From an optimization exercise on the open Yosys and OpenROAD flow, aimed at a short achievable clock period and few clock cycles; shortcuts taken in it are not production practice.
In this exercise RTL edits were held to simulation tests only and were not proved equivalent to the original.
Power is estimated from default activity; no workload was simulated.

==> inputs of 02-10 <==
==> flow/design.v <==
`default_nettype none
package icache_pkg;
   localparam int FETCH_ADDR_WIDTH = 32;
   localparam int FETCH_DATA_WIDTH = 32;
   localparam int NB_WAYS          = 2;
   localparam int NB_SETS          = 16;
   localparam int SET_ID_WIDTH     = 4;
   localparam int OFFSET_WIDTH     = 2;
   localparam int SET_ID_LSB       = 2;
   localparam int SET_ID_MSB       = 5;
   localparam int TAG_LSB          = 6;
   localparam int TAG_WIDTH        = 26;
   localparam int RESP_BUF_DEPTH   = 2;
   localparam int RESP_PTR_WIDTH   = 1;
   localparam int RESP_CNT_WIDTH   = 2;
   typedef enum logic [2:0] {
      IDLE,
      LOOKUP,
      REFILL_REQ,
      REFILL_WAIT,
      FLUSH
   } ctrl_state_e;
endpackage
`default_nettype wire
`timescale 1ns/1ps
`default_nettype none
module refill_resp_buffer #(
   parameter int W = 32,
   parameter int D = 16
)
(
   input  wire logic          clk_i,
   input  wire logic          rst_n_i,
   input  wire logic          push_i,
   input  wire logic [W-1:0]  push_data_i,
   input  wire logic          pop_i,
   output logic [W-1:0]       head_o,
   output logic [D:0]         level_o      
);
   logic [W-1:0] e_q [D];
   logic [D:0]   lvl_q;
   assign head_o  = e_q[0];
   assign level_o = lvl_q;
   always_ff @(posedge clk_i)
   begin
      if (!rst_n_i)
         lvl_q <= (D+1)'(1);
      else if (push_i && !pop_i)
         lvl_q <= {lvl_q[D-1:0], 1'b0};
      else if (pop_i && !push_i)
         lvl_q <= {1'b0, lvl_q[D:1]};
   end
   always_ff @(posedge clk_i)
   begin
      for (int i = 0; i < D; i++)
      begin
         if (pop_i)
         begin
            if ((i == D - 1) || (push_i && lvl_q[i+1]))
               e_q[i] <= push_data_i;
            else
               e_q[i] <= e_q[(i == D - 1) ? i : i + 1];
         end
         else if (push_i && lvl_q[i])
            e_q[i] <= push_data_i;
      end
   end
endmodule
`default_nettype wire
`timescale 1ns/1ps
`default_nettype none
module icache_top
(
   input  wire logic        clk_i,
   input  wire logic        rst_n_i,
   input  wire logic        fetch_req_i,
   input  wire logic [31:0] fetch_addr_i,
   output logic             fetch_gnt_o,
   output logic             fetch_rvalid_o,
   output logic [31:0]      fetch_rdata_o,
   output logic             refill_req_o,
   input  wire logic        refill_gnt_i,
   output logic [31:0]      refill_addr_o,
   input  wire logic        refill_r_valid_i,
   input  wire logic [31:0] refill_r_data_i,
   input  wire logic        flush_icache_i,
   output logic             cache_is_flushed_o
);
   localparam int NW  = 2;             
   localparam int NS  = 16;            
   localparam int NL  = NW * NS;       
   localparam int TW  = 26;            
   localparam int N   = 256;           
   localparam int R   = 64;            
   localparam int D   = 64;            
   function automatic logic below(input logic [15:0] c, input logic inc,
                                  input logic dec, input int k);
      logic lt_m1, lt_0, lt_p1;
      lt_m1 = (c < 16'(k - 1));
      lt_0  = (c < 16'(k));
      lt_p1 = (c < 16'(k + 1));
      case ({inc, dec})
         2'b10:   below = lt_m1;
         2'b01:   below = lt_p1;
         default: below = lt_0;
      endcase
   endfunction
   logic [TW-1:0]  tag_q   [NW][NS];
   logic [NW-1:0]  valid_q [NS];
   logic [NS-1:0]  victim_q;
   logic [31:0]    data_q  [NL];        
   logic           gnt_q;
   logic           acc;
   logic [TW-1:0]  a_tag;
   logic [NS-1:0]  a_sel;
   assign fetch_gnt_o = gnt_q & ~flush_icache_i;
   assign acc         = fetch_req_i & fetch_gnt_o;
   assign a_tag       = fetch_addr_i[31:6];
   always_comb
      for (int s = 0; s < NS; s++)
         a_sel[s] = (fetch_addr_i[5:2] == 4'(s));
   logic           l_valid_q;
   logic [29:0]    l_addr_q;            
   logic [NS-1:0]  l_sel_q;             
   logic [NW-1:0]  l_mraw_q;            
   logic [NW-1:0]  l_vraw_q;            
   logic           l_vict_raw_q;        
   logic           l_same_q;            
   logic           l_pway_q;            
   logic           l_eqp_q;             
   logic [TW-1:0]  l_tag;
   logic [NW-1:0]  match;
   logic           hit;
   logic           vict;
   logic           miss;
   logic [NW-1:0]  fill_w;
   assign l_tag = l_addr_q[29:4];
   always_comb
   begin
      for (int w = 0; w < NW; w++)
         match[w] = (l_same_q && (l_pway_q == w[0])) ? l_eqp_q
                                                     : (l_vraw_q[w] & l_mraw_q[w]);
      hit  = |match;
      vict = l_vict_raw_q ^ l_same_q;
      miss = l_valid_q & ~hit;
      for (int w = 0; w < NW; w++)
         fill_w[w] = miss & (vict == w[0]);
   end
   logic           w_v_q;
   logic           w_hit_q;
   logic [4:0]     w_line_q;            
   logic           p_v_q;               
   logic [29:0]    p_addr_q;
   logic [5:0]     rq_head;
   logic [N:0]     rq_lvl;
   logic           rq_ne;
   logic           rq_push;
   logic           rq_pop;
   logic           hd_v_q;
   logic           hd_hit_q;
   logic [NL-1:0]  hd_sel_q;            
   logic [31:0]    hd_word;
   logic           pop;
   logic           hd_load;
   logic           from_w;
   logic           mq_pop;
   logic           out_v_q;
   logic [31:0]    out_d_q;
   assign rq_ne   = !rq_lvl[0];
   assign hd_load = !hd_v_q || pop;
   assign rq_pop  = hd_load && rq_ne;
   assign from_w  = hd_load && !rq_ne && w_v_q;
   assign rq_push = w_v_q && !from_w;
   refill_resp_buffer #(.W(6), .D(N)) i_resp_q (
      .clk_i       ( clk_i              ),
      .rst_n_i     ( rst_n_i            ),
      .push_i      ( rq_push            ),
      .push_data_i ( {w_hit_q, w_line_q} ),
      .pop_i       ( rq_pop             ),
      .head_o      ( rq_head            ),
      .level_o     ( rq_lvl             )
   );
   logic [29:0]    aq_head;
   logic [R:0]     aq_lvl;
   logic           req_q;
   logic           take;
   logic [7:0]     owed_q;              
   logic           rf_v_q;
   logic [31:0]    rf_d_q;
   logic [31:0]    dq_head;
   logic [D:0]     dq_lvl;
   logic           dq_ne;
   assign take          = req_q & refill_gnt_i;
   assign refill_req_o  = req_q;
   assign refill_addr_o = {aq_head, 2'b00};
   refill_resp_buffer #(.W(30), .D(R)) i_addr_q (
      .clk_i       ( clk_i    ),
      .rst_n_i     ( rst_n_i  ),
      .push_i      ( p_v_q    ),
      .push_data_i ( p_addr_q ),
      .pop_i       ( take     ),
      .head_o      ( aq_head  ),
      .level_o     ( aq_lvl   )
   );
   refill_resp_buffer #(.W(32), .D(D)) i_data_q (
      .clk_i       ( clk_i    ),
      .rst_n_i     ( rst_n_i  ),
      .push_i      ( rf_v_q   ),
      .push_data_i ( rf_d_q   ),
      .pop_i       ( mq_pop   ),
      .head_o      ( dq_head  ),
      .level_o     ( dq_lvl   )
   );
   assign dq_ne  = !dq_lvl[0];
   assign pop    = hd_v_q & (hd_hit_q | dq_ne);
   assign mq_pop = pop & ~hd_hit_q;
   always_comb
   begin
      hd_word = '0;
      for (int i = 0; i < NL; i++)
         hd_word = hd_word | ({32{hd_sel_q[i]}} & data_q[i]);
   end
   assign fetch_rvalid_o = out_v_q;
   assign fetch_rdata_o  = out_d_q;
   logic           fl_done_q;
   logic           fl_now;
   assign fl_now             = flush_icache_i & ~fl_done_q;
   assign cache_is_flushed_o = fl_done_q;
   always_ff @(posedge clk_i)
   begin
      if (!rst_n_i)
      begin
         gnt_q     <= 1'b1;
         l_valid_q <= 1'b0;
         l_same_q  <= 1'b0;
         w_v_q     <= 1'b0;
         p_v_q     <= 1'b0;
         hd_v_q    <= 1'b0;
         out_v_q   <= 1'b0;
         req_q     <= 1'b0;
         owed_q    <= '0;
         rf_v_q    <= 1'b0;
         fl_done_q <= 1'b0;
         victim_q  <= '0;
         for (int s = 0; s < NS; s++)
            valid_q[s] <= '0;
      end
      else
      begin
         gnt_q     <= !(|rq_lvl[N:N-6]) && !(|aq_lvl[R:R-6]);
         l_valid_q <= acc;
         l_same_q  <= miss && ((fetch_addr_i[5:2]) == l_addr_q[3:0]);
         w_v_q     <= l_valid_q;
         p_v_q     <= miss;
         if (hd_load)
            hd_v_q <= rq_ne || w_v_q;
         out_v_q   <= pop;
         req_q  <= (p_v_q || (take ? !aq_lvl[1] : !aq_lvl[0])) &&
                   below(16'(owed_q), take, mq_pop, D);
         owed_q <= owed_q + 8'(take) - 8'(mq_pop);
         rf_v_q <= refill_r_valid_i;
         fl_done_q <= fl_now;
         for (int s = 0; s < NS; s++)
         begin
            for (int w = 0; w < NW; w++)
               if (fill_w[w] && l_sel_q[s])
                  valid_q[s][w] <= 1'b1;
            if (miss && l_sel_q[s])
               victim_q[s] <= ~victim_q[s];
            if (fl_now)
               valid_q[s] <= '0;
         end
      end
   end
   always_ff @(posedge clk_i)
   begin
      logic [NW-1:0] mraw;
      logic [NW-1:0] vraw;
      logic          vraw_p;
      l_addr_q <= fetch_addr_i[31:2];
      l_sel_q  <= a_sel;
      mraw   = '0;
      vraw   = '0;
      vraw_p = 1'b0;
      for (int s = 0; s < NS; s++)
      begin
         for (int w = 0; w < NW; w++)
         begin
            mraw[w] = mraw[w] | (a_sel[s] & (tag_q[w][s] == a_tag));
            vraw[w] = vraw[w] | (a_sel[s] & valid_q[s][w]);
         end
         vraw_p = vraw_p | (a_sel[s] & victim_q[s]);
      end
      l_mraw_q     <= mraw;
      l_vraw_q     <= vraw;
      l_vict_raw_q <= vraw_p;
      l_pway_q     <= vict;
      l_eqp_q      <= (a_tag == l_tag);
      for (int s = 0; s < NS; s++)
         for (int w = 0; w < NW; w++)
            if (fill_w[w] && l_sel_q[s])
               tag_q[w][s] <= l_tag;
      w_hit_q  <= hit;
      w_line_q <= {hit ? match[1] : vict, l_addr_q[3:0]};
      p_addr_q <= l_addr_q;
      if (hd_load)
      begin
         hd_hit_q <= rq_ne ? rq_head[5] : w_hit_q;
         for (int i = 0; i < NL; i++)
            hd_sel_q[i] <= ((rq_ne ? rq_head[4:0] : w_line_q) == 5'(i));
      end
      out_d_q <= hd_hit_q ? hd_word : dq_head;
      for (int i = 0; i < NL; i++)
         if (mq_pop && hd_sel_q[i])
            data_q[i] <= dq_head;
      rf_d_q <= refill_r_data_i;
   end
endmodule
`default_nettype wire
==> flow/flow/run.sh <==
#!/bin/bash
# The standard layout, with every port buffered by a plain buf_4 rather
# than the delay cell buffer_ports picks on its own.
set -euo pipefail
export BUFFER_PORTS_ARGS="-buffer_cell sky130_fd_sc_hd__buf_4"
bash standard.sh finish > standard_flow.log 2>&1
==> flow/standard.sh <==
#!/bin/bash
# synth_recipe.tcl (not shown) runs the flow's synth.tcl, then flattens the netlist and writes it again
# the make line also repeats each setting of config.mk as NAME=value (left out here)
make -C /OpenROAD-flow-scripts/flow DESIGN_CONFIG=/design/flow/config.mk WORK_HOME=/design/flow/orfs CLKGATE_MAP_FILE= SYNTH_SCRIPT=/design/flow/synth_recipe.tcl "${@:-finish}"
==> flow/config.mk <==
export PLATFORM = sky130hd
export DESIGN_NAME = icache_top
export DESIGN_NICKNAME = icache_top
export VERILOG_FILES = /design/flow/design.v
export SDC_FILE = /design/flow/constraint.sdc
export NUM_CORES = 4
export LEC_CHECK = 0
export CAP_MARGIN = 20
export CORE_MARGIN = 2
export CORE_UTILIZATION = 45
export CTS_CLUSTER_DIAMETER = 100
export CTS_CLUSTER_SIZE = 20
export SETUP_SLACK_MARGIN = 3.3
export SLEW_MARGIN = 20
export TNS_END_PERCENT = 10
==> flow/constraint.sdc <==
create_clock -name core_clock -period 6.0 [get_ports {clk_i}]
set_input_delay 1.2000 -clock core_clock [delete_from_list [all_inputs] [get_ports {clk_i}]]
set_output_delay 1.2000 -clock core_clock [all_outputs]
set_load 0.01 [all_outputs]
==> 05-07 (differences from 02-10) <==
--- a/flow/design.v
+++ b/flow/design.v
@@ -37,2 +37,3 @@
    output logic [W-1:0]       head_o,
+   output logic [W-1:0]       head_next_o,  
    output logic [D:0]         level_o      
@@ -42,2 +43,4 @@
    assign head_o  = e_q[0];
+   assign head_next_o = pop_i ? ((push_i && lvl_q[1]) ? push_data_i : e_q[(D > 1) ? 1 : 0])
+                              : ((push_i && lvl_q[0]) ? push_data_i : e_q[0]);
    assign level_o = lvl_q;
@@ -95,14 +98,2 @@
    localparam int D   = 64;            
-   function automatic logic below(input logic [15:0] c, input logic inc,
-                                  input logic dec, input int k);
-      logic lt_m1, lt_0, lt_p1;
-      lt_m1 = (c < 16'(k - 1));
-      lt_0  = (c < 16'(k));
-      lt_p1 = (c < 16'(k + 1));
-      case ({inc, dec})
-         2'b10:   below = lt_m1;
-         2'b01:   below = lt_p1;
-         default: below = lt_0;
-      endcase
-   endfunction
    logic [TW-1:0]  tag_q   [NW][NS];
@@ -161,2 +152,3 @@
    logic [NL-1:0]  hd_sel_q;            
+   logic [NL-1:0]  hd_wsel_q;           
    logic [31:0]    hd_word;
@@ -180,2 +172,3 @@
       .head_o      ( rq_head            ),
+      .head_next_o (                    ),
       .level_o     ( rq_lvl             )
@@ -183,2 +176,5 @@
    logic [29:0]    aq_head;
+   logic [29:0]    aq_next;
+   logic [29:0]    raddr_q;             
+   logic           aq_ne_next;          
    logic [R:0]     aq_lvl;
@@ -186,3 +182,3 @@
    logic           take;
-   logic [7:0]     owed_q;              
+   logic [D:0]     owed_q;              
    logic           rf_v_q;
@@ -193,4 +189,5 @@
    assign take          = req_q & refill_gnt_i;
+   assign aq_ne_next    = p_v_q || (take ? !aq_lvl[1] : !aq_lvl[0]);
    assign refill_req_o  = req_q;
-   assign refill_addr_o = {aq_head, 2'b00};
+   assign refill_addr_o = {raddr_q, 2'b00};
    refill_resp_buffer #(.W(30), .D(R)) i_addr_q (
@@ -202,2 +199,3 @@
       .head_o      ( aq_head  ),
+      .head_next_o ( aq_next  ),
       .level_o     ( aq_lvl   )
@@ -211,2 +209,3 @@
       .head_o      ( dq_head  ),
+      .head_next_o (          ),
       .level_o     ( dq_lvl   )
@@ -240,3 +239,3 @@
          req_q     <= 1'b0;
-         owed_q    <= '0;
+         owed_q    <= (D+1)'(1);
          rf_v_q    <= 1'b0;
@@ -257,5 +256,8 @@
          out_v_q   <= pop;
-         req_q  <= (p_v_q || (take ? !aq_lvl[1] : !aq_lvl[0])) &&
-                   below(16'(owed_q), take, mq_pop, D);
-         owed_q <= owed_q + 8'(take) - 8'(mq_pop);
+         req_q  <= aq_ne_next &&
+                   !((take && !mq_pop) ? owed_q[D-1] : (mq_pop && !take) ? 1'b0 : owed_q[D]);
+         if (take && !mq_pop)
+            owed_q <= {owed_q[D-1:0], 1'b0};
+         else if (mq_pop && !take)
+            owed_q <= {1'b0, owed_q[D:1]};
          rf_v_q <= refill_r_valid_i;
@@ -309,3 +311,7 @@
          for (int i = 0; i < NL; i++)
-            hd_sel_q[i] <= ((rq_ne ? rq_head[4:0] : w_line_q) == 5'(i));
+         begin
+            hd_sel_q[i]  <= ((rq_ne ? rq_head[4:0] : w_line_q) == 5'(i));
+            hd_wsel_q[i] <= ((rq_ne ? rq_head[4:0] : w_line_q) == 5'(i)) &&
+                            !(rq_ne ? rq_head[5] : w_hit_q);
+         end
       end
@@ -313,5 +319,6 @@
       for (int i = 0; i < NL; i++)
-         if (mq_pop && hd_sel_q[i])
+         if (hd_v_q && dq_ne && hd_wsel_q[i])
             data_q[i] <= dq_head;
       rf_d_q <= refill_r_data_i;
+      raddr_q <= aq_ne_next ? aq_next : '0;
    end
CORE_UTILIZATION = 55   (was 45)
SETUP_SLACK_MARGIN = 3.2   (was 3.3)
TNS_END_PERCENT = 100   (was 10)
==> comparison table <==
Outcome: 05-07 complete, no violations; 02-10 complete, no violations
Setup slack at placement: 05-07 1.75 ns; 02-10 1.88 ns
Synthesized area per cell: 05-07 9.27 µm²; 02-10 9.29 µm²
Diode insertion count for antenna repair: 05-07 4; 02-10 12
Max Fclk: 05-07 331 MHz; 02-10 330 MHz
Area occupied by multi-input gates: 05-07 113000 µm²; 02-10 112000 µm²
Last weighted congestion value of the routability-driven placer: 05-07 0.784; 02-10 0.814
Fin Clk Skew: 05-07 0.0555 ns; 02-10 0.115 ns
Fin Hold WS: 05-07 0.223 ns; 02-10 0.162 ns
Synthesized instance count: 05-07 32800; 02-10 32400
Part of the Yosys area used for sequential elements: 05-07 59.9%; 02-10 59.6%
Inverters: 05-07 22; 02-10 33
Net count, final: 05-07 31600; 02-10 31300
Area fraction in compound gates after synthesis: 05-07 13.6%; 02-10 13.5%
Core outline area: 05-07 552000 µm²; 02-10 667000 µm²
Pwr Total: 05-07 133 mW; 02-10 132 mW
Testbench counts of 02-10, summed over its fixed seeds: cycles 32,745.
Testbench counts of 05-07, summed over its fixed seeds: cycles 32,745.

## re-timing with driven ports
The flow's constraints put no driver on any port. The routed layouts listed below were extracted and timed again, unchanged, in two steps. Step 1 (the two cells are an assumption about what drives the block):
set clk [get_ports {clk_i}]
set_driving_cell -lib_cell sky130_fd_sc_hd__clkbuf_16 $clk
set_driving_cell -lib_cell sky130_fd_sc_hd__buf_2 [delete_from_list [all_inputs] $clk]
Step 2, shift: input delay + t, output delay - t, t = (earliest + latest rising clock arrival at the registers) / 2. This alone moves slack from input paths to output paths. Slacks: ideal / step 1 / step 2; pairs: ideal / step 1.
run	shift t [ns]	setup WS [ns]	hold WS [ns]	slew at the worst register clock pin (ns)	pins driven straight from the clock port
02-10	1.214	2.973 / 2.844 / 2.136	0.162 / 0.080 / 0.359	0.09 / 0.09	1
05-07	1.183	2.975 / 2.853 / 2.030	0.223 / 0.125 / 0.347	0.09 / 0.09	1
After both steps every run listed still meets setup and hold. The setup slack of 05-07, which loses most, moves by -0.122 ns with the drivers and by -0.945 ns with both steps.
